This design comes from an exercise in tuning for small area on the open sky130 flow, not from production work. Function was checked by simulation only, so behaviour that the tests miss may differ from the original. Power and IR drop assume default switching activity.

===== design.v =====
package thumb_isa_pkg;
	typedef logic [16-1:0] instr_t;                
	typedef logic [$clog2(8)-1:0] reg_idx_t;     
	typedef logic [32-1:0] imm_t;                  
	typedef enum logic [4:0] {
		CMD_MOV_I8,    
		CMD_ADD_REG,   
		CMD_SUB_REG,   
		CMD_ADD_I3,    
		CMD_SUB_I3,    
		CMD_ADD_I8,    
		CMD_SUB_I8,    
		CMD_LSL_I5,    
		CMD_LSR_I5,    
		CMD_ASR_I5,    
		CMD_AND,       
		CMD_EOR,       
		CMD_ORR,       
		CMD_MUL,       
		CMD_BIC,       
		CMD_MVN,       
		CMD_STR,       
		CMD_LDR,       
		CMD_STRB,      
		CMD_LDRB,      
		CMD_STRH,      
		CMD_LDRH,      
		CMD_UNDEF
	} cmd_e;
endpackage
package thumb_core_pkg;
	typedef logic [32-1:0] word_t;    
	typedef logic [32-1:0] addr_t;    
	typedef enum logic [3:0] {
		ALU_ADD,
		ALU_SUB,
		ALU_AND,
		ALU_EOR,
		ALU_ORR,
		ALU_BIC,
		ALU_MVN,
		ALU_MOV,
		ALU_LSL,
		ALU_LSR,
		ALU_ASR,
		ALU_MUL
	} alu_op_e;
	typedef enum logic [1:0] {
		SIZE_BYTE = 2'd0,
		SIZE_HALF = 2'd1,
		SIZE_WORD = 2'd2
	} mem_size_e;
	typedef enum logic {
		WB_ALU,
		WB_MEM
	} wb_sel_e;
	typedef enum logic [2:0] {
		ST_IDLE,
		ST_FETCH,
		ST_DECODE,
		ST_EXEC,
		ST_MEM,
		ST_WB
	} seq_state_e;
endpackage
`timescale 1ns/1ps
module thumb_core (
	input  logic        clk,
	input  logic        rst,
	output logic [31:0] prog_addr,
	input  logic [31:0] prog_data,
	output logic [31:0] mem_addr,
	output logic [31:0] mem_wdata,
	output logic [1:0]  mem_size,
	output logic        mem_we,
	input  logic [31:0] mem_rdata
);
	logic [4:0]  ph;
	logic        rot2;
	logic [31:1] pc;
	logic        c;
	logic        mb;
	logic [31:1] mar;
	logic        a31;
	logic [31:0] p;
	logic [31:0] r0, r1, r2, r3, r4, r5, r6, r7;
	logic [15:0] ins;
	assign ins = pc[1] ? prog_data[31:16] : prog_data[15:0];
	logic [2:0] ra, rb, rd;
	logic [1:0] msize;
	logic d_shift, d_load, d_store, d_mem, d_as3, d_i8, dp_mul, lsl, shr, asr;
	logic tworot, we1, sub, inva, a_zero, use_imm, b_zero, lg_and, lg_or, arith;
	logic imm_bit;
	tc_dec u_dec (
		.ins(ins), .ph(ph), .imm_bit(imm_bit), .ra(ra), .rb(rb), .rd(rd), .msize(msize),
		.d_shift(d_shift), .d_load(d_load), .d_store(d_store), .d_mem(d_mem),
		.d_as3(d_as3), .d_i8(d_i8), .dp_mul(dp_mul), .lsl(lsl), .shr(shr), .asr(asr),
		.tworot(tworot), .we1(we1), .sub(sub), .inva(inva), .a_zero(a_zero),
		.use_imm(use_imm), .b_zero(b_zero), .lg_and(lg_and), .lg_or(lg_or), .arith(arith)
	);
	logic [7:0] bit0, bit1;
	assign bit0 = {r7[0], r6[0], r5[0], r4[0], r3[0], r2[0], r1[0], r0[0]};
	assign bit1 = {r7[1], r6[1], r5[1], r4[1], r3[1], r2[1], r1[1], r0[1]};
	logic a_bit, b_bit, b_next;
	tc_mux8 u_rda (.v(bit0), .i(ra), .o(a_bit));
	tc_mux8 u_rdb (.v(bit0), .i(rb), .o(b_bit));
	tc_mux8 u_rdn (.v(bit1), .i(rb), .o(b_next));
	logic ph0, ph31;
	assign ph0  = (ph == 5'd0);
	assign ph31 = (ph == 5'd31);
	logic aa, bb, cin, s_sum, s_cout, alu_out;
	assign aa      = (a_bit ^ inva) && !a_zero;
	assign bb      = (use_imm ? imm_bit : (!b_zero && b_bit)) ^ sub;
	assign cin     = ph0 ? sub : c;
	assign s_sum   = aa ^ bb ^ cin;
	assign s_cout  = (aa & bb) | (aa & cin) | (bb & cin);
	assign alu_out = lg_and ? s_cout : (lg_or ? (s_sum | s_cout) : s_sum);
	logic [31:0] maddr, psum;
	assign maddr = {a31, mar};
	tc_padd u_padd (.p(p), .maddr(maddr), .mb(mb), .psum(psum));
	logic [4:0] lidx;
	logic       sh_bit, ld_raw, ld_bit, w2_bit;
	logic       ld_ok;
	tc_lidx u_lidx (.ph(ph), .a(maddr[1:0]), .msize(msize), .lidx(lidx), .ok(ld_ok));
	tc_mux32 u_shtap (.v(p), .i(ins[10:6]), .o(sh_bit));
	tc_mux32 u_ldtap (.v(mem_rdata), .i(lidx), .o(ld_raw));
	assign ld_bit = ld_raw && ld_ok;
	assign w2_bit = d_load ? ld_bit : (shr ? sh_bit : psum[0]);
	logic       wbit;
	logic [7:0] wsel;
	assign wbit = rot2 ? w2_bit : alu_out;
	tc_wdec u_wdec (.we(rot2 || we1), .rd(rd), .wsel(wsel));
	always_ff @(posedge clk) begin
		r0 <= {wsel[0] ? wbit : r0[0], r0[31:1]};
		r1 <= {wsel[1] ? wbit : r1[0], r1[31:1]};
		r2 <= {wsel[2] ? wbit : r2[0], r2[31:1]};
		r3 <= {wsel[3] ? wbit : r3[0], r3[31:1]};
		r4 <= {wsel[4] ? wbit : r4[0], r4[31:1]};
		r5 <= {wsel[5] ? wbit : r5[0], r5[31:1]};
		r6 <= {wsel[6] ? wbit : r6[0], r6[31:1]};
		r7 <= {wsel[7] ? wbit : r7[0], r7[31:1]};
	end
	logic last, rot2_next;
	logic [4:0] ph_inc;
	assign ph_inc    = ph + 5'd1;
	assign last      = ph31 && (rot2 || !tworot);
	assign rot2_next = ph31 ? (!rot2 && tworot) : rot2;
	logic [31:1] pc_inc;
	tc_pcinc u_pcinc (.pc(pc), .last(last), .pc_inc(pc_inc));
	always_ff @(posedge clk or posedge rst) begin
		if (rst) begin
			ph   <= 5'd0;
			rot2 <= 1'b0;
			pc   <= '0;
		end else begin
			ph   <= ph_inc;
			rot2 <= rot2_next;
			pc   <= pc_inc;
		end
	end
	logic st_cyc;
	assign st_cyc = !rot2 && ph31;
	always_ff @(posedge clk) begin
		c  <= s_cout && arith;
		mb <= rot2_next && (dp_mul ? b_next : (lsl && (ph_inc == ins[10:6])));
		if (!rot2 && !ph31) mar <= {alu_out, mar[31:2]};
		if (st_cyc) a31 <= alu_out;
		p  <= {rot2 ? (asr && p[31]) : ((d_store && b_bit) || (shr && a_bit)), psum[31:1]};
	end
	assign prog_addr = {pc[31:2], 2'b00};  
	assign mem_addr  = {st_cyc ? alu_out : a31, mar};
	assign mem_wdata = {b_bit, p[31:1]};
	assign mem_size  = msize;
	assign mem_we    = st_cyc && d_store;
endmodule
module tc_dec (
	input  logic [15:0] ins,
	input  logic [4:0]  ph,
	output logic        imm_bit,
	output logic [2:0]  ra, rb, rd,
	output logic [1:0]  msize,    
	output logic        d_shift, d_load, d_store, d_mem, d_as3, d_i8, dp_mul,
	output logic        lsl, shr, asr,
	output logic        tworot,   
	output logic        we1,      
	output logic        sub, inva, a_zero, use_imm, b_zero, lg_and, lg_or, arith
);
	logic [4:0] op5;
	logic d_mov8, d_sub8, d_dp, dp_and, dp_eor, dp_orr, dp_bic, dp_mvn, dp_ok;
	assign op5     = ins[15:11];
	assign d_shift = (op5[4:2] == 3'b000) && (op5[1:0] != 2'b11);
	assign lsl     = d_shift && (op5[1:0] == 2'b00);
	assign shr     = d_shift && (op5[1:0] != 2'b00);
	assign asr     = d_shift && op5[1];
	assign d_as3   = (op5 == 5'b00011);
	assign d_mov8  = (op5 == 5'b00100);
	assign d_sub8  = (op5 == 5'b00111);
	assign d_i8    = d_mov8 || (op5 == 5'b00110) || d_sub8;
	assign d_dp    = (ins[15:10] == 6'b010000);
	assign dp_and  = d_dp && (ins[9:6] == 4'b0000);
	assign dp_eor  = d_dp && (ins[9:6] == 4'b0001);
	assign dp_orr  = d_dp && (ins[9:6] == 4'b1100);
	assign dp_mul  = d_dp && (ins[9:6] == 4'b1101);
	assign dp_bic  = d_dp && (ins[9:6] == 4'b1110);
	assign dp_mvn  = d_dp && (ins[9:6] == 4'b1111);
	assign dp_ok   = dp_and || dp_eor || dp_orr || dp_bic || dp_mvn;
	assign d_mem   = (op5[4:2] == 3'b011) || (op5[4:1] == 4'b1000);
	assign d_load  = d_mem && ins[11];
	assign d_store = d_mem && !ins[11];
	assign msize   = ins[15] ? 2'd1 : (ins[12] ? 2'd0 : 2'd2);
	assign tworot  = d_shift || dp_mul || d_load;
	assign we1     = d_as3 || d_i8 || dp_ok;
	assign sub     = (d_as3 && ins[9]) || d_sub8;
	assign inva    = dp_bic || dp_mvn;
	assign a_zero  = d_mov8;
	assign use_imm = (d_as3 && ins[10]) || d_i8 || d_mem;
	assign b_zero  = d_shift || dp_mul || dp_mvn;
	assign lg_and  = dp_and || dp_bic;
	assign lg_or   = dp_orr || dp_mvn;
	assign arith   = !(lg_and || dp_eor || lg_or);
	logic       kok, imm5_bit;
	logic [2:0] sc, kk;
	assign sc  = d_mem ? {1'b0, !ins[15] && !ins[12], ins[15]} : 3'd0;
	assign kk  = ph[2:0] - sc;
	assign kok = (ph[2:0] >= sc) && (kk < (d_as3 ? 3'd3 : 3'd5));
	always_comb begin
		case (kk)
			3'd0:    imm5_bit = ins[6];
			3'd1:    imm5_bit = ins[7];
			3'd2:    imm5_bit = ins[8];
			3'd3:    imm5_bit = ins[9];
			default: imm5_bit = ins[10];
		endcase
	end
	assign imm_bit = (ph[4:3] == 2'b00) && (d_i8 ? ins[ph[2:0]] : (kok && imm5_bit));
	assign ra = d_i8 ? ins[10:8] : ins[5:3];
	assign rb = d_as3 ? ins[8:6] : ins[2:0];
	assign rd = d_i8 ? ins[10:8] : ins[2:0];
endmodule
module tc_padd (input logic [31:0] p, input logic [31:0] maddr, input logic mb, output logic [31:0] psum);
	logic [31:0] padd;
	logic [31:0] pc_ch;
	assign padd = mb ? maddr : 32'd0;
	always_comb begin
		pc_ch[0] = 1'b0;
		for (int i = 0; i < 31; i++) begin
			psum[i]    = p[i] ^ padd[i] ^ pc_ch[i];
			pc_ch[i+1] = (p[i] & padd[i]) | (p[i] & pc_ch[i]) | (padd[i] & pc_ch[i]);
		end
		psum[31] = p[31] ^ padd[31];
	end
endmodule
module tc_pcinc (input logic [31:1] pc, input logic last, output logic [31:1] pc_inc);
	logic [31:1] inc_c;
	always_comb begin
		inc_c[1] = last;
		for (int i = 1; i < 31; i++) inc_c[i+1] = inc_c[i] & pc[i];
		for (int i = 1; i < 32; i++) pc_inc[i] = pc[i] ^ inc_c[i];
	end
endmodule
module tc_lidx (
	input  logic [4:0] ph,
	input  logic [1:0] a,
	input  logic [1:0] msize,
	output logic [4:0] lidx,
	output logic       ok
);
	logic byte_, half;
	assign byte_ = (msize == 2'd0);
	assign half  = (msize == 2'd1);
	assign lidx  = {ph[4:3] + {a[1] && (byte_ || half), a[0] && byte_}, ph[2:0]};
	assign ok    = !(ph[4] && (byte_ || half)) && !(ph[3] && byte_);
endmodule
module tc_wdec (input logic we, input logic [2:0] rd, output logic [7:0] wsel);
	always_comb begin
		for (int i = 0; i < 8; i++) wsel[i] = we && (rd == 3'(i));
	end
endmodule
module tc_mux2 (input logic a, input logic b, input logic s, output logic o);
	assign o = s ? b : a;
endmodule
module tc_mux4 (input logic [3:0] v, input logic [1:0] i, output logic o);
	assign o = v[i];
endmodule
module tc_mux8 (input logic [7:0] v, input logic [2:0] i, output logic o);
	logic [1:0] m;
	tc_mux4 u0 (.v(v[3:0]), .i(i[1:0]), .o(m[0]));
	tc_mux4 u1 (.v(v[7:4]), .i(i[1:0]), .o(m[1]));
	tc_mux2 u2 (.a(m[0]), .b(m[1]), .s(i[2]), .o(o));
endmodule
module tc_mux32 (input logic [31:0] v, input logic [4:0] i, output logic o);
	logic [7:0] m;
	for (genvar k = 0; k < 8; k++) begin : g_l1
		tc_mux4 u (.v(v[4*k+3:4*k]), .i(i[1:0]), .o(m[k]));
	end
	tc_mux8 u_l2 (.v(m), .i(i[4:2]), .o(o));
endmodule

===== flow/run.sh =====
#!/bin/bash
# Standard ORFS layout; only the port buffers use the smallest buffer cell.
set -euo pipefail
export BUFFER_PORTS_ARGS="-buffer_cell sky130_fd_sc_hd__buf_1"
bash standard.sh > standard_flow.log 2>&1

===== standard.sh =====
#!/bin/bash
# synth_recipe.tcl (not shown) runs the flow's synth.tcl, then flattens the netlist and writes it again
# the make line also repeats each setting of config.mk as NAME=value (left out here)
make -C /OpenROAD-flow-scripts/flow DESIGN_CONFIG=/design/flow/config.mk WORK_HOME=/design/flow/orfs CLKGATE_MAP_FILE= SYNTH_SCRIPT=/design/flow/synth_recipe.tcl "${@:-finish}"

===== config.mk =====
export PLATFORM = sky130hd
export DESIGN_NAME = thumb_core
export DESIGN_NICKNAME = thumb_core
export VERILOG_FILES = /design/flow/design.v
export SDC_FILE = /design/flow/constraint.sdc
export NUM_CORES = 4
export LEC_CHECK = 0
export CAP_MARGIN = 20
export CORE_MARGIN = 2
export CORE_UTILIZATION = 65
export CTS_BUF_LIST = sky130_fd_sc_hd__clkbuf_8
export CTS_CLUSTER_DIAMETER = 60
export CTS_CLUSTER_SIZE = 18
export PLACE_DENSITY = 0.75
export SLEW_MARGIN = 20
export SYNTH_HIERARCHICAL = 1

===== constraint.sdc =====
create_clock -name core_clock -period 12.0 [get_ports {clk}]
set_input_delay 2.4000 -clock core_clock [delete_from_list [all_inputs] [get_ports {clk}]]
set_output_delay 2.4000 -clock core_clock [all_outputs]
set_load 0.01 [all_outputs]

==> results of run 1 <==
==> registers in the layout (all words and copies together), names as in the netlist, 5 cells and up <==
| register | cells |
|---|---|
| mar | 31 |
| p | 32 |
| pc | 31 |
| ph | 5 |
| r0 | 32 |
| r1 | 32 |
| r2 | 32 |
| r3 | 32 |
| r4 | 32 |
| r5 | 32 |
| r6 | 32 |
| r7 | 32 |
==> repair_timing <==
action,4_1_cts,5_1_grt
resized for setup,9,7
setup buffers,1,0
cloned,0,0
endpoints found under the setup margin,2,2
==> final timing paths <==
check                      slack, ps  endpoint   start  depth (start not counted)
hold reg to reg                  320    r2[16]  r2[17]                          0
setup reg to reg                 370     p[29]  mar[1]                         35
min in group asynchronous       1910     pc[4]     rst                          3
setup / recovery                 370     p[29]  mar[1]                         35
hold / removal                   320    r2[16]  r2[17]                          0
max in group asynchronous       9760    pc[28]     rst                          3
==> worst reg2reg max path: cells and delay by family, from the launching register on <==
family        cells  cell delay (ps)
buf+inv           2              140
simple gates      1              170
fa+ha+maj        30            10520
xor+xnor          2              310
flops             1              390
==> per-stage QoR <==
step	power (µW)	hold slack [ps]	TNS, ps
after floorplan	1370	310	0
after global placement	1410	310	-66.9
after detailed placement	1410	312	-652
after CTS	1950	315	0
after global routing	2000	311	0
final	1930	319	0
==> metal layers <==
metal  track usage  share of wire  routed length [µm]  vias up
met1         0.257           0.42                7830     2784
met4        0.0659          0.026                 477        0
li1              -              -                   -     2658
met5             0              0                   0        -
met2         0.342           0.50                9200      166
met3        0.0307          0.058                1070       40
==> cell type report <==
type | instances | share of cell area
multi-input combinational | 290 | 0.263
timing repair buffer | 168 | 0.0531
sequential | 359 | 0.624
tap | 225 | 0.0229
clock buffer | 25 | 0.0280
clock inverter | 10 | 0.00519
inverter | 12 | 0.00366
==> report_power, final <==
group / switching, µW / internal [µW] / total (µW)
clock: 345 / 197 / 541
combinational: 44.2 / 33.3 / 77.5
sequential: 27.0 / 1280 / 1310
==> run summary, run 1 <==
Routing
• **wire length per cell** 17.1 µm
• **routed wire length** 18,600 µm
• **vias after detailed routing** 5,648
• **DR iter-0 viols** 201
• **DR pass1 iterations** 6
• **routed vias/inst** 5.19
• **number of design rule violations left after detail routing** 0
• **final antenna-violating net count** 0

STA
• **Setup violations, final** 0
• **Tightest Pin Transition** 869 ps
• **highest attainable clock frequency** 86.0 MHz
• **Slew headroom** 0.421
• **unrepaired setup endpoints after global routing** no
• **minimum clock period after layout** 11,630 ps
• **number of pins with negative max-slew slack in the final report** 0
• **final worst-path cycle share** 0.969
• **Max Clock Skew** 24.3 ps
• **post-route worst setup slack** 368 ps
• **hold violation total from the final report** 0

Outcome
• **run status** timing/DRC/antenna clean

Place
• **detailed-placement wirelength estimate** 13,300 µm
• **final RePlAce weighted congestion** 0.840
• **placed cell count** 1,053
• **area of placed instances** 11,800 µm²
• **count of port buffers added during placement** 162
• **worst slack at placement** -460 ps

Power and ir drop
• **Leakage** 0.00527 µW
• **power density over the cells** 157 nW/µm²
• **worst supply voltage drop on vdd** 0.136 mV

Layout
• **ant diodes** 0
• **register area** 7680 µm²
• **share of post-route cells with drive strength above 1** 0.145
• **number of cells in the finished layout apart from fillers** 1,089
• **net count reported at finish** 991
• **combined area of the multi-input logic cells** 3230 µm²
• **post-route core utilization** 0.711
• **Layout Cell Area excl Fill** 12,300 µm²
• **commonest cells after routing, fill and taps aside** dfxtp_1, buf_1, ha_1
• **most common library cell in the layout ignoring fill and taps** dfxtp_1
• **# fillers** 1,199
• **area growth from synthesis to layout** 7.11%

Run
• **max-cap violation count** 0

Worst setup path
• **most prevalent standard cell on the critical path** fa_2
• **worst path arrival time** 12,090 ps
• **critical-path cell with the highest stage delay** edfxtp_1
• **Largest stage delay, worst path** 390 ps
• **kind of end point of the critical path** register
• **Worst Path Class, Setup** reg2reg
• **nature of the critical path startpoint** register
• **buffering stage count on the worst path with inverters included** 2
• **largest delay contributor family on the critical path** adder cells
• **critical path required time** 12,460 ps
• **Max Fanout on Critical Path** 2

Clock tree
• **htree depth** 1
• **clock-pin slew on the worst setup and hold paths** 110 ps
• **TritonCTS Sinks** 359
• **root buf cell** clkbuf_8
• **clock latency reported for the late side of the worst-skew pair** 570 ps
• **number of buffers between clock root and the deepest sink** 3
• **count of hold buffers inserted by post-cts repair** 0
• **number of buffers inserted during clock tree synthesis** 24
• **CTS tree** done

Global route
• **antenna violations before repair** 0
• **pin count of the biggest net entering global routing** 38
• **total congestion overflow** 0
• **global-route wire length before repair** 28,900 µm
• **vias in the first global route** 5,796
• **GR Util All Layers** 0.198

Yosys
• **synthesized netlist cell count** 737
• **post-synthesis area per instance** 15.6 µm²
• **cell area after technology mapping** 11,500 µm²
• **Synth warnings** 11

Floorplanning
• **die width** 137 µm
• **starting density of the core** 0.664
• **core area** 17,300 µm²
• **die height** 137 µm
• **I/O pin cnt** 165
• **Die Footprint** 18,700 µm²
• **site row count** 48

Hold path
• **worst min path class** reg2reg

==> run 2: changes to the inputs <==
--- a/config.mk
+++ b/config.mk
@@ -10,7 +10,7 @@
 export CORE_UTILIZATION = 65
 export CTS_BUF_LIST = sky130_fd_sc_hd__clkbuf_8
-export CTS_CLUSTER_DIAMETER = 60
+export CTS_CLUSTER_DIAMETER = 100
 export CTS_CLUSTER_SIZE = 18
-export PLACE_DENSITY = 0.75
+export PLACE_DENSITY = 0.65
 export SLEW_MARGIN = 20
 export SYNTH_HIERARCHICAL = 1
==> run 2 against run 1 <==
  * Fmax decreased by 1.1%
  * Hold slack about the same
  * Sequential share of layout area increased by 0.20 points
  * Synthesized cell count unchanged
  * Largest power group unchanged
  * Critical path type unchanged
  * Still clean on timing, DRC and antenna
  * Largest cell class unchanged
==> run summary, run 2 <==
Outcome
• **run status** timing/DRC/antenna clean, unchanged

Hold path
• **WHS Endpoint** r0[17], was r2[16]
• **worst min path class** reg2reg, unchanged
• **Min-Delay Startpoint** r0[18], was r2[17]
• **worst hold path cell count** 0, unchanged

Routing
• **DR pass1 iterations** 4, was 6
• **DR iter-0 viols** 287, was 201
• **number of design rule violations left after detail routing** 0, unchanged
• **wire length per cell** 17.6 µm, was 17.1 µm
• **final antenna-violating net count** 0, unchanged
• **routed vias/inst** 5.17, was 5.19
• **routed wire length** 19,100 µm, was 18,600 µm
• **vias after detailed routing** 5,633, was 5,648

Layout
• **area growth from synthesis to layout** 6.78%, was 7.11%
• **post-route core utilization** 0.709, was 0.711
• **commonest cells after routing, fill and taps aside** dfxtp_1, buf_1, ha_1, unchanged
• **share of post-route cells with drive strength above 1** 0.141, was 0.145
• **most common library cell in the layout ignoring fill and taps** dfxtp_1, unchanged
• **ant diodes** 0, unchanged
• **Layout Cell Area excl Fill** 12,300 µm², about the same
• **net count reported at finish** 991, unchanged

STA
• **Setup violations, final** 0, unchanged
• **number of pins with negative max-slew slack in the final report** 0, unchanged
• **post-route worst setup slack** 239 ps, was 368 ps
• **Max Clock Skew** 32.3 ps, was 24.3 ps
• **Slew headroom** 0.410, was 0.421
• **hold slack final** 319 ps, about the same
• **highest attainable clock frequency** 85.0 MHz, was 86.0 MHz
• **minimum clock period after layout** 11,760 ps, was 11,630 ps
• **hold violation total from the final report** 0, unchanged
• **Tightest Pin Transition** 885 ps, was 869 ps
• **final worst-path cycle share** 0.980, was 0.969

Worst setup path
• **launch point of the worst path** mar[1], unchanged
• **setup slack, reg-to-reg** 240 ps, was 370 ps
• **Largest stage delay, worst path** 410 ps, was 390 ps
• **most prevalent standard cell on the critical path** fa_2, unchanged
• **FF-to-FF path depth** 35, unchanged
• **worst path arrival time** 12,210 ps, was 12,090 ps
• **kind of end point of the critical path** register, unchanged
• **critical-path cell with the highest stage delay** fa_1, was edfxtp_1
• **Max Fanout on Critical Path** 2, unchanged
• **endpoint of the worst-slack reg-to-reg timing path** p[29], unchanged
• **critical path required time** 12,440 ps, was 12,460 ps
• **Worst Path Class, Setup** reg2reg, unchanged
• **nature of the critical path startpoint** register, unchanged
• **reg-to-reg critical path startpoint** mar[1], unchanged

Power and ir drop
• **Final Total Pwr** 1900 µW, was 1930 µW
• **Logic pwr share** 0.040, about the same
• **share of power burned in registers** 0.688, was 0.679
• **switching power total** 410 µW, was 416 µW
• **clock share of power** 0.272, was 0.281
• **cell internal power dissipation** 1490 µW, was 1510 µW
• **switching fraction of total power** 0.215, was 0.216
• **Leakage** 0.00526 µW, was 0.00527 µW
• **power density over the cells** 155 nW/µm², was 157 nW/µm²
• **worst supply voltage drop on vdd** 0.142 mV, was 0.136 mV

Clock tree
• **count of hold buffers inserted by post-cts repair** 0, unchanged
• **htree depth** 1, unchanged
• **number of buffers between clock root and the deepest sink** 3, unchanged
• **number of buffers inserted during clock tree synthesis** 23, was 24
• **CTS tree** done, unchanged
• **root buf cell** clkbuf_8, unchanged
• **clock-pin slew on the worst setup and hold paths** 120 ps, was 110 ps
• **clock latency reported for the late side of the worst-skew pair** 560 ps, was 570 ps
• **TritonCTS Sinks** 359, unchanged

Yosys
• **cell area after technology mapping** 11,500 µm², unchanged
• **Synth warnings** 11, unchanged
• **synthesized netlist cell count** 737, unchanged
• **post-synthesis area per instance** 15.6 µm², unchanged

Global route
• **total congestion overflow** 0, unchanged
• **antenna violations before repair** 0, unchanged
• **global-route wire length before repair** 29,700 µm, was 28,900 µm
• **vias in the first global route** 5,739, was 5,796
• **GR Util All Layers** 0.203, was 0.198
• **pin count of the biggest net entering global routing** 38, unchanged

Place
• **worst slack at placement** -382 ps, was -460 ps
• **count of port buffers added during placement** 162, unchanged
• **detailed-placement wirelength estimate** 13,300 µm, about the same
• **final RePlAce weighted congestion** 0.870, was 0.840
• **area of placed instances** 11,900 µm², was 11,800 µm²

Floorplanning
• **starting density of the core** 0.664, unchanged
• **Die Footprint** 18,700 µm², unchanged
• **site row count** 48, unchanged
• **core area** 17,300 µm², unchanged
• **die width** 137 µm, unchanged
• **I/O pin cnt** 165, unchanged
• **die height** 137 µm, unchanged

Run
• **max-cap violation count** 0, unchanged

==> run 2: area by class of cell <==
type,count,area [µm²]
Tap cell,225,282
Fill cell,1198,5030
Multi-Input combinational cell,290,3230
Clock buffer,23,317
Sequential cell,359,7680
Inverter,12,45.0
Timing Repair Buffer,169,661
Clock inverter,11,45.0
==> run 2: worst max-delay path: cells and delay by family (launching register included) <==
| kind | cells | cell delay, ps |
|---|---|---|
| adders and majority gates | 30 | 10630 |
| buffers and inverters | 2 | 120 |
| xor gates and xnor gates | 2 | 310 |
| and+or+nand+nor | 1 | 170 |
| DFF | 1 | 400 |
==> run 2: per-stage QoR <==
step                setup TNS (ps)  std cells
floorplan                        0        738
global placement              -103       1054
detailed placement            -506       1054
CTS                              0       1089
global route                 -20.3       1089
finish                           0       1089
==> run 2: worst max path at each step <==
stage | slack, ps | endpoint | cells past startpoint
final | 240 | p[29] | 35
after CTS | 0.4 | p[29] | 35
after detailed placement | -380 | p[29] | 35
after global routing | -20 | p[29] | 35
after global placement | -100 | p[29] | 35
after floorplan | 10 | p[29] | 35
==> run 2: routing by layer <==
layer	wire [µm]	up-vias	share of wire	track usage
met3	1160	32	0.061	0.0326
met4	381	0	0.020	0.0636
li1	-	2662	-	-
met5	0	-	0	0
met1	8250	2748	0.43	0.277
met2	9330	191	0.49	0.337
==> run 2: power groups by stage <==
| stage | Combinational [µW] | Sequential [µW] | Clock, µW |
|---|---|---|---|
| after global placement | 75.6 | 1330 | 0 |
| final | 77.0 | 1310 | 517 |
| after floorplan | 42.4 | 1330 | 0 |
| after global routing | 84.5 | 1320 | 573 |
| after CTS | 77.7 | 1310 | 532 |
| after detailed placement | 77.1 | 1340 | 0 |
==> run 2: timing repair <==
item	in CTS	in global routing
setup endpoints to repair	2	2
hold endpoints to repair	0	0
gates resized for setup	9	7
buffers inserted	1	0
==> run 3: changes to the inputs <==
--- a/config.mk
+++ b/config.mk
@@ -8,9 +8,9 @@
 export CAP_MARGIN = 20
 export CORE_MARGIN = 2
-export CORE_UTILIZATION = 65
+export CORE_UTILIZATION = 60
 export CTS_BUF_LIST = sky130_fd_sc_hd__clkbuf_8
 export CTS_CLUSTER_DIAMETER = 100
 export CTS_CLUSTER_SIZE = 18
-export PLACE_DENSITY = 0.65
+export PLACE_DENSITY = 0.7
 export SLEW_MARGIN = 20
 export SYNTH_HIERARCHICAL = 1
==> run 3 against run 2 <==
  * Hold slack got worse by 6.6 ps
  * Sequential share of layout area is essentially flat
  * Routed wire length fell by 5.4%
  * Utilization is 5.5 points lower
  * Combinational power about the same
  * Largest power group unchanged
  * Highest routed layer unchanged
==> run summary, run 3 <==
STA
• **hold violation total from the final report** 0, unchanged
• **Tightest Pin Transition** 875 ps, was 885 ps
• **Setup violations, final** 0, unchanged
• **Max Clock Skew** 22.0 ps, was 32.3 ps
• **unrepaired setup endpoints after global routing** no
• **final worst-path cycle share** 0.970, was 0.980
• **highest attainable clock frequency** 86.0 MHz, was 85.0 MHz
• **minimum clock period after layout** 11,630 ps, was 11,760 ps
• **number of pins with negative max-slew slack in the final report** 0, unchanged
• **Slew headroom** 0.416, was 0.410

Place
• **count of port buffers added during placement** 162, unchanged
• **placed cell count** 1,062, was 1,054
• **final RePlAce weighted congestion** 0.872, was 0.870
• **detailed-placement wirelength estimate** 12,900 µm, was 13,300 µm

Clock tree
• **CTS tree** done, unchanged
• **TritonCTS Sinks** 359, unchanged
• **clock-pin slew on the worst setup and hold paths** 120 ps, about the same
• **number of buffers between clock root and the deepest sink** 3, unchanged
• **number of buffers inserted during clock tree synthesis** 23, unchanged
• **root buf cell** clkbuf_8, unchanged
• **htree depth** 1, unchanged
• **clock latency reported for the late side of the worst-skew pair** 540 ps, was 560 ps

Floorplanning
• **starting density of the core** 0.612, was 0.664
• **die height** 142 µm, was 137 µm
• **die width** 142 µm, was 137 µm
• **Die Footprint** 20,300 µm², was 18,700 µm²
• **site row count** 50, was 48
• **core area** 18,800 µm², was 17,300 µm²
• **I/O pin cnt** 165, unchanged

Global route
• **GR Util All Layers** 0.180, was 0.203
• **pin count of the biggest net entering global routing** 38, unchanged
• **total congestion overflow** 0, unchanged
• **vias in the first global route** 5,685, was 5,739
• **global-route wire length before repair** 28,900 µm, was 29,700 µm
• **antenna violations before repair** 0, unchanged

Power and ir drop
• **Leakage** 0.00526 µW, about the same
• **Final Total Pwr** 1890 µW, was 1900 µW
• **power density over the cells** 154 nW/µm², was 155 nW/µm²
• **worst supply voltage drop on vdd** 0.149 mV, was 0.142 mV

Worst setup path
• **Worst Path Class, Setup** reg2reg, unchanged
• **reg-to-reg critical path startpoint** mar[1], unchanged
• **Largest stage delay, worst path** 400 ps, was 410 ps
• **endpoint of the worst-slack reg-to-reg timing path** p[29], unchanged
• **FF-to-FF path depth** 35, unchanged
• **setup slack, reg-to-reg** 370 ps, was 240 ps
• **Max Fanout on Critical Path** 2, unchanged
• **critical path required time** 12,420 ps, was 12,440 ps
• **nature of the critical path startpoint** register, unchanged
• **most prevalent standard cell on the critical path** fa_2, unchanged
• **worst path arrival time** 12,060 ps, was 12,210 ps
• **kind of end point of the critical path** register, unchanged
• **critical-path cell with the highest stage delay** edfxtp_1, was fa_1

Hold path
• **Min-Delay Startpoint** r3[4], was r0[18]
• **WHS Endpoint** r3[3], was r0[17]
• **worst min path class** reg2reg, unchanged
• **worst hold path cell count** 0, unchanged

Layout
• **post-route core utilization** 0.654, was 0.709
• **most common library cell in the layout ignoring fill and taps** dfxtp_1, unchanged
• **# fillers** 1,395, was 1,198
• **number of cells in the finished layout apart from fillers** 1,097, was 1,089
• **area growth from synthesis to layout** 6.85%, was 6.78%
• **net count reported at finish** 990, was 991
• **commonest cells after routing, fill and taps aside** dfxtp_1, buf_1, ha_1, unchanged
• **share of post-route cells with drive strength above 1** 0.140, was 0.141
• **ant diodes** 0, unchanged

Routing
• **final antenna-violating net count** 0, unchanged
• **routed wire length** 18,100 µm, was 19,100 µm
• **routed vias/inst** 5.13, was 5.17
• **vias after detailed routing** 5,624, was 5,633
• **number of design rule violations left after detail routing** 0, unchanged
• **DR pass1 iterations** 4, unchanged
• **DR iter-0 viols** 281, was 287
• **wire length per cell** 16.5 µm, was 17.6 µm

Yosys
• **Synth warnings** 11, unchanged
• **post-synthesis area per instance** 15.6 µm², unchanged
• **synthesized netlist cell count** 737, unchanged
• **cell area after technology mapping** 11,500 µm², unchanged

Run
• **max-cap violation count** 0, unchanged

Outcome
• **run status** timing/DRC/antenna clean, unchanged

run 3: cell types whose count changed in the layout (fill, tap and decap cells not counted), sizes merged:
cell / delta
buf: -1
run 3: through the flow:
stage               worst slack [ps]  hold WS [ps]  setup TNS, ps  instance area (µm²)
finish                           365           312              0                12300
detailed placement              -330           312           -407                11900
global placement               -78.9           311          -78.9                11900
CTS                             4.17           319              0                12200
global route                    37.8           330              0                12300
floorplan                       13.7           310              0                11500
run 3: repair_timing:
action                                  4_1_cts  5_1_grt
pin swaps                                     0        1
hold buffers                                  0        0
endpoints found under the setup margin        2        2
setup buffers                                 0        1
resized for setup                             8        8
run 3: critical path, delay by kind of cell (launching register included):
family,cells,cell delay (ps)
xor+xnor,2,280
buf+inv,2,120
flops,1,400
simple gates,1,170
fa+ha+maj,30,10540
run 3: metal layers:
metal / track usage / wire, µm / up-vias
li1: - / - / 2663
met1: 0.238 / 7830 / 2773
met2: 0.311 / 8970 / 162
met3: 0.0276 / 964 / 26
met4: 0.0547 / 328 / 0
met5: 0 / 0 / -
run 3: area by class of cell:
cell class                 count  area (µm²)  share of cell area
multi-input combinational    290        3240               0.264
tap                          234         293              0.0239
clock inverter                11        45.0             0.00367
inverter                      12        45.0             0.00367
timing repair buffer         168         653              0.0532
sequential                   359        7680               0.626
clock buffer                  23         317              0.0258
run 3: worst max path at each step:
stage / startpoint / to / slack, ps / depth (start not counted)
global route: mar[1] / p[29] / 40 / 35
floorplan: mar[1] / p[29] / 10 / 35
detailed placement: mar[1] / p[29] / -330 / 35
finish: mar[1] / p[29] / 370 / 35
CTS: mar[1] / p[29] / 4 / 35
global placement: mar[1] / p[29] / -80 / 35
run 3: where the power goes:
part | switching (µW) | leakage (µW) | internal [µW]
registers | 27.0 | 0.00323 | 1280
logic | 43.4 | 0.00181 | 33.3
clock network | 328 | 0.000219 | 178
total | 399 | 0.00526 | 1490
==> run 4: changes to the inputs <==
--- a/config.mk
+++ b/config.mk
@@ -8,9 +8,9 @@
 export CAP_MARGIN = 20
 export CORE_MARGIN = 2
-export CORE_UTILIZATION = 60
+export CORE_UTILIZATION = 65
 export CTS_BUF_LIST = sky130_fd_sc_hd__clkbuf_8
 export CTS_CLUSTER_DIAMETER = 100
 export CTS_CLUSTER_SIZE = 18
-export PLACE_DENSITY = 0.7
+export PLACE_DENSITY = 0.75
 export SLEW_MARGIN = 20
 export SYNTH_HIERARCHICAL = 1
==> run 4 against run 3 <==
  * Total power increased by 0.50%
  * Count of clock-buffer cells in the layout unchanged
  * Sequential share of layout area increased by 0.051 points
  * Hold slack improved by 16 ps
  * Design area about the same
  * Routed wire length increased by 3.6%
  * Clock power increased by 2%
  * Utilization increased by 5.5 points
  * Largest cell class unchanged
==> run summary, run 4 <==
Floorplanning
• **die width** 137 µm, was 142 µm
• **I/O pin cnt** 165, unchanged
• **site row count** 48, was 50
• **Die Footprint** 18,700 µm², was 20,300 µm²
• **core area** 17,300 µm², was 18,800 µm²
• **die height** 137 µm, was 142 µm
• **starting density of the core** 0.664, was 0.612

Clock tree
• **clock latency reported for the late side of the worst-skew pair** 570 ps, was 540 ps
• **CTS tree** done, unchanged
• **htree depth** 1, unchanged
• **clock-pin slew on the worst setup and hold paths** 120 ps, about the same
• **root buf cell** clkbuf_8, unchanged
• **TritonCTS Sinks** 359, unchanged
• **count of hold buffers inserted by post-cts repair** 0, unchanged
• **number of buffers inserted during clock tree synthesis** 23, unchanged
• **number of buffers between clock root and the deepest sink** 3, unchanged

STA
• **highest attainable clock frequency** 85.9 MHz, was 86.0 MHz
• **final worst-path cycle share** 0.970, about the same
• **Max Clock Skew** 25.4 ps, was 22.0 ps
• **Setup violations, final** 0, unchanged
• **minimum clock period after layout** 11,640 ps, was 11,630 ps
• **hold violation total from the final report** 0, unchanged
• **Tightest Pin Transition** 872 ps, was 875 ps
• **setup TNS after final layout** 0 ps, unchanged
• **Slew headroom** 0.419, was 0.416
• **unrepaired setup endpoints after global routing** no, unchanged
• **number of pins with negative max-slew slack in the final report** 0, unchanged

Power and ir drop
• **power density over the cells** 155 nW/µm², was 154 nW/µm²
• **switching power total** 407 µW, was 399 µW
• **clock share of power** 0.271, was 0.268
• **share of power burned in registers** 0.688, was 0.692
• **cell internal power dissipation** 1490 µW, about the same
• **worst supply voltage drop on vdd** 0.129 mV, was 0.149 mV
• **Logic pwr share** 0.041, about the same
• **Leakage** 0.00526 µW, about the same
• **switching fraction of total power** 0.214, was 0.211

Hold path
• **Min-Delay Startpoint** r4[6], was r3[4]
• **worst min path class** reg2reg, unchanged

Outcome
• **run status** timing/DRC/antenna clean, unchanged

Routing
• **routed wire length** 18,700 µm, was 18,100 µm
• **wire length per cell** 17.2 µm, was 16.5 µm
• **vias after detailed routing** 5,632, was 5,624
• **DR iter-0 viols** 241, was 281
• **final antenna-violating net count** 0, unchanged
• **DR pass1 iterations** 6, was 4
• **routed vias/inst** 5.18, was 5.13
• **number of design rule violations left after detail routing** 0, unchanged

Yosys
• **Synth warnings** 11, unchanged
• **post-synthesis area per instance** 15.6 µm², unchanged
• **cell area after technology mapping** 11,500 µm², unchanged
• **synthesized netlist cell count** 737, unchanged

Global route
• **antenna violations before repair** 0, unchanged
• **total congestion overflow** 0, unchanged
• **GR Util All Layers** 0.200, was 0.180
• **pin count of the biggest net entering global routing** 38, unchanged
• **global-route wire length before repair** 29,100 µm, was 28,900 µm
• **vias in the first global route** 5,816, was 5,685

Worst setup path
• **critical-path cell with the highest stage delay** edfxtp_1, unchanged
• **buffering stage count on the worst path with inverters included** 2, unchanged
• **Max Fanout on Critical Path** 2, unchanged
• **most prevalent standard cell on the critical path** fa_2, unchanged
• **reg-to-reg critical path startpoint** mar[1], unchanged
• **Largest stage delay, worst path** 400 ps, about the same
• **worst path arrival time** 12,100 ps, was 12,060 ps
• **launch point of the worst path** mar[1], unchanged
• **Worst Path Class, Setup** reg2reg, unchanged
• **critical path required time** 12,460 ps, was 12,420 ps
• **kind of end point of the critical path** register, unchanged
• **largest delay contributor family on the critical path** adder cells, unchanged
• **nature of the critical path startpoint** register, unchanged

Layout
• **share of post-route cells with drive strength above 1** 0.141, was 0.140
• **net count reported at finish** 990, unchanged
• **commonest cells after routing, fill and taps aside** dfxtp_1, buf_1, ha_1, unchanged
• **ant diodes** 0, unchanged
• **number of cells in the finished layout apart from fillers** 1,088, was 1,097
• **most common library cell in the layout ignoring fill and taps** dfxtp_1, unchanged
• **area growth from synthesis to layout** 6.77%, was 6.85%

Place
• **detailed-placement wirelength estimate** 13,300 µm, was 12,900 µm
• **placed cell count** 1,053, was 1,062
• **final RePlAce weighted congestion** 0.840, was 0.872
• **count of port buffers added during placement** 162, unchanged

Run
• **max-cap violation count** 0, unchanged

==> run 4: cell types whose count changed in the layout (fill, tap and decap cells not counted), sizes merged <==
cell      before  now
clkinvlp       1    0
inv           22   23
==> run 4: final cells by class <==
type / instances / area, µm²
timing repair buffer: 168 / 653
sequential: 359 / 7680
fill: 1206 / 5030
multi-input combinational: 290 / 3230
clock buffer: 23 / 317
inverter: 12 / 45.0
clock inverter: 11 / 48.8
tap: 225 / 282
==> run 4: routing by layer <==
layer	GRT usage	part of all wire
met1	0.260	0.42
met2	0.346	0.49
met3	0.0274	0.053
met4	0.0670	0.029
met5	0	0
==> run 4: final timing paths <==
kind | end | slack, ps | depth (start not counted)
worst max-delay path | p[29] | 360 | 35
worst min-delay path | r4[5] | 330 | 0
worst max register to register | p[29] | 360 | 35
worst min register to register | r4[5] | 330 | 0
max in group asynchronous | pc[30] | 9770 | 3
min in group asynchronous | rot2 | 1910 | 3
==> run 4: timing repair <==
action	4_1_cts	5_1_grt
buffers inserted	1	0
resized for setup	10	7
setup endpoints to repair	2	2
==> run 4: stage by stage <==
| step | hold WS (ps) | util | power (µW) | area [µm²] | worst slack [ps] |
|---|---|---|---|---|---|
| after detailed placement | 312 | 0.685 | 1410 | 11800 | -460 |
| after global routing | 328 | 0.709 | 1970 | 12300 | 6.63 |
| final | 328 | 0.709 | 1900 | 12300 | 360 |
| after CTS | 330 | 0.708 | 1920 | 12200 | 12.5 |
| after global placement | 310 | 0.685 | 1410 | 11800 | -66.9 |
| after floorplan | 310 | - | 1370 | 11500 | 13.7 |
==> run 4: power groups by stage <==
stage / sequential, µW / clock (µW) / combinational [µW]
floorplan: 1330 / 0 / 42.4
global placement: 1330 / 0 / 75.7
detailed placement: 1330 / 0 / 77.7
CTS: 1310 / 531 / 78.5
global route: 1320 / 570 / 84.8
finish: 1310 / 515 / 77.7
==> run 5: changes to the inputs <==
--- a/config.mk
+++ b/config.mk
@@ -9,7 +9,7 @@
 export CORE_MARGIN = 2
 export CORE_UTILIZATION = 65
-export CTS_BUF_LIST = sky130_fd_sc_hd__clkbuf_8
+export CTS_BUF_LIST = sky130_fd_sc_hd__clkbuf_16
 export CTS_CLUSTER_DIAMETER = 100
-export CTS_CLUSTER_SIZE = 18
+export CTS_CLUSTER_SIZE = 30
 export PLACE_DENSITY = 0.75
 export SLEW_MARGIN = 20
==> run 5 against run 4 <==
  * Hold slack got worse by 4.9 ps
  * Largest cell class unchanged
  * Via count is 0.89% lower
  * Flip-flop and latch count is the same
  * Register-to-register slack hardly changed
  * Count of clock-buffer cells in the layout fell by 8
  * Design area grew 0.37%
  * Sequential power about the same
  * Total power grew 2.4%
  * Die area did not move
==> run summary, run 5 <==
Outcome
• **run status** timing/DRC/antenna clean, unchanged

Worst setup path
• **Max Fanout on Critical Path** 2, unchanged
• **largest delay contributor family on the critical path** adder cells, unchanged
• **Largest stage delay, worst path** 400 ps, about the same
• **Worst Path Class, Setup** reg2reg, unchanged
• **most prevalent standard cell on the critical path** fa_2, unchanged
• **critical-path cell with the highest stage delay** edfxtp_1, unchanged
• **nature of the critical path startpoint** register, unchanged
• **kind of end point of the critical path** register, unchanged
• **critical path required time** 12,390 ps, was 12,460 ps
• **worst path arrival time** 12,010 ps, was 12,100 ps
• **buffering stage count on the worst path with inverters included** 2, unchanged

Clock tree
• **number of buffers inserted during clock tree synthesis** 15, was 23
• **CTS tree** done, unchanged
• **TritonCTS Sinks** 359, unchanged
• **number of buffers between clock root and the deepest sink** 3, unchanged
• **clock-pin slew on the worst setup and hold paths** 110 ps, was 120 ps
• **htree depth** 1, unchanged
• **count of hold buffers inserted by post-cts repair** 0, unchanged
• **clock latency reported for the late side of the worst-skew pair** 500 ps, was 570 ps
• **root buf cell** clkbuf_16, was clkbuf_8

Routing
• **number of design rule violations left after detail routing** 0, unchanged
• **final antenna-violating net count** 0, unchanged
• **wire length per cell** 17.3 µm, was 17.2 µm
• **DR iter-0 viols** 231, was 241
• **routed wire length** 18,600 µm, was 18,700 µm
• **routed vias/inst** 5.18, about the same
• **DR pass1 iterations** 6, unchanged
• **vias after detailed routing** 5,582, was 5,632

Global route
• **vias in the first global route** 5,690, was 5,816
• **global-route wire length before repair** 28,800 µm, was 29,100 µm
• **pin count of the biggest net entering global routing** 38, unchanged
• **total congestion overflow** 0, unchanged
• **antenna violations before repair** 0, unchanged
• **GR Util All Layers** 0.198, was 0.200

Yosys
• **synthesized netlist cell count** 737, unchanged
• **cell area after technology mapping** 11,500 µm², unchanged
• **post-synthesis area per instance** 15.6 µm², unchanged
• **Synth warnings** 11, unchanged

Floorplanning
• **die height** 137 µm, unchanged
• **Die Footprint** 18,700 µm², unchanged
• **I/O pin cnt** 165, unchanged
• **die width** 137 µm, unchanged
• **core area** 17,300 µm², unchanged
• **site row count** 48, unchanged
• **starting density of the core** 0.664, unchanged

Layout
• **ant diodes** 0, unchanged
• **post-route core utilization** 0.712, was 0.709
• **register area** 7680 µm², unchanged
• **Layout Cell Area excl Fill** 12,300 µm², about the same
• **# fillers** 1,179, was 1,206
• **net count reported at finish** 982, was 990
• **combined area of the multi-input logic cells** 3230 µm², unchanged
• **share of post-route cells with drive strength above 1** 0.134, was 0.141
• **area growth from synthesis to layout** 7.16%, was 6.77%
• **commonest cells after routing, fill and taps aside** dfxtp_1, buf_1, ha_1, unchanged
• **most common library cell in the layout ignoring fill and taps** dfxtp_1, unchanged

Power and ir drop
• **Leakage** 0.00526 µW, about the same
• **power density over the cells** 158 nW/µm², was 155 nW/µm²
• **worst supply voltage drop on vdd** 0.173 mV, was 0.129 mV

STA
• **Max Clock Skew** 19.1 ps, was 25.4 ps
• **post-route worst setup slack** 374 ps, was 360 ps
• **minimum clock period after layout** 11,630 ps, was 11,640 ps
• **Slew headroom** 0.421, was 0.419
• **setup TNS after final layout** 0 ps, unchanged
• **number of pins with negative max-slew slack in the final report** 0, unchanged
• **final worst-path cycle share** 0.969, was 0.970
• **Setup violations, final** 0, unchanged
• **highest attainable clock frequency** 86.0 MHz, was 85.9 MHz
• **hold violation total from the final report** 0, unchanged
• **Tightest Pin Transition** 868 ps, was 872 ps
• **unrepaired setup endpoints after global routing** no, unchanged

Place
• **count of port buffers added during placement** 162, unchanged
• **final RePlAce weighted congestion** 0.840, unchanged
• **detailed-placement wirelength estimate** 13,300 µm, unchanged
• **area of placed instances** 11,800 µm², unchanged
• **worst slack at placement** -460 ps, unchanged

Run
• **max-cap violation count** 0, unchanged

Hold path
• **worst min path class** reg2reg, unchanged

## run 5: what timing repair did
action	CTS	global route
setup endpoints to repair	2	2
buffers inserted	1	0
gates resized for setup	10	7
gates cloned	0	0
## run 5: path summary, 6_finish.rpt
| path | start | to | slack [ps] | depth (start not counted) |
|---|---|---|---|---|
| worst max-delay path | mar[1] | p[29] | 370 | 35 |
| worst min-delay path | r7[4] | r7[3] | 320 | 0 |
| worst max register to register | mar[1] | p[29] | 370 | 35 |
| worst min register to register | r7[4] | r7[3] | 320 | 0 |
| max in group asynchronous | rst | pc[31] | 9720 | 3 |
| min in group asynchronous | rst | rot2 | 1970 | 3 |
## run 5: area by class of cell
class,instances,share of cell area
flip-flops and latches,359,0.624
inverters,12,0.00366
well taps,225,0.0229
repair buffers,168,0.0531
multi-input cells,290,0.263
clock inverters,8,0.00285
clock buffers,15,0.0305
## run 5: metrics by stage
step	total power, µW	hold slack [ps]	instances
detailed placement	1410	312	1053
global placement	1410	310	1053
floorplan	1370	310	738
global route	2020	335	1077
finish	1950	324	1077
CTS	1970	330	1077
## run 5: power by group
group          internal, µW  switching [µW]
Sequential             1280            27.2
Clock                   232             329
Combinational          33.3            44.2
## run 5: routing by layer
layer	vias up	GRT usage	share of wire
met5	-	0	0
met4	0	0.0550	0.018
met3	26	0.0270	0.058
met2	167	0.348	0.50
met1	2755	0.260	0.42
li1	2634	-	-
## run 5: worst register-to-register path: cells and delay by family, from the launching register on
kind | cells | cell delay [ps]
buffers and inverters | 2 | 140
xor gates and xnor gates | 2 | 310
DFF | 1 | 400
and+or+nand+nor | 1 | 170
adders and majority gates | 30 | 10490

## static timing again, ports no longer ideal
Ports are ideal in the flow. The routed layouts listed here were re-timed in OpenROAD.
Step 1 sets driving cells, clkbuf_16 on the clock port and buf_2 on the other inputs (assumed; they add their load-dependent delay and slew).
Step 2 adds t to the input delays and takes it off the output delays; t is the mean of the earliest and latest rising clock arrival at the registers after step 1. Input paths then give back, and output paths get back, about the clock's delay inside the block.
Three values: no drivers, after step 1, after step 2; two values: the first two.
run	t (ns)	slack for setup (ns)	worst setup path after step 2	latest minus earliest clock arrival (ns)	cell pins on the clock port's net
run 1	0.596	0.368 / 0.368 / 0.368	register to register	0.028 / 0.028	1
run 2	0.583	0.238 / 0.238 / 0.238	register to register	0.039 / 0.040	1
run 3	0.568	0.365 / 0.365 / 0.365	register to register	0.022 / 0.022	1
run 4	0.596	0.360 / 0.360 / 0.360	register to register	0.026 / 0.026	1
run 5	0.528	0.374 / 0.374 / 0.374	register to register	0.022 / 0.023	1
After both steps every run listed still meets setup and hold.
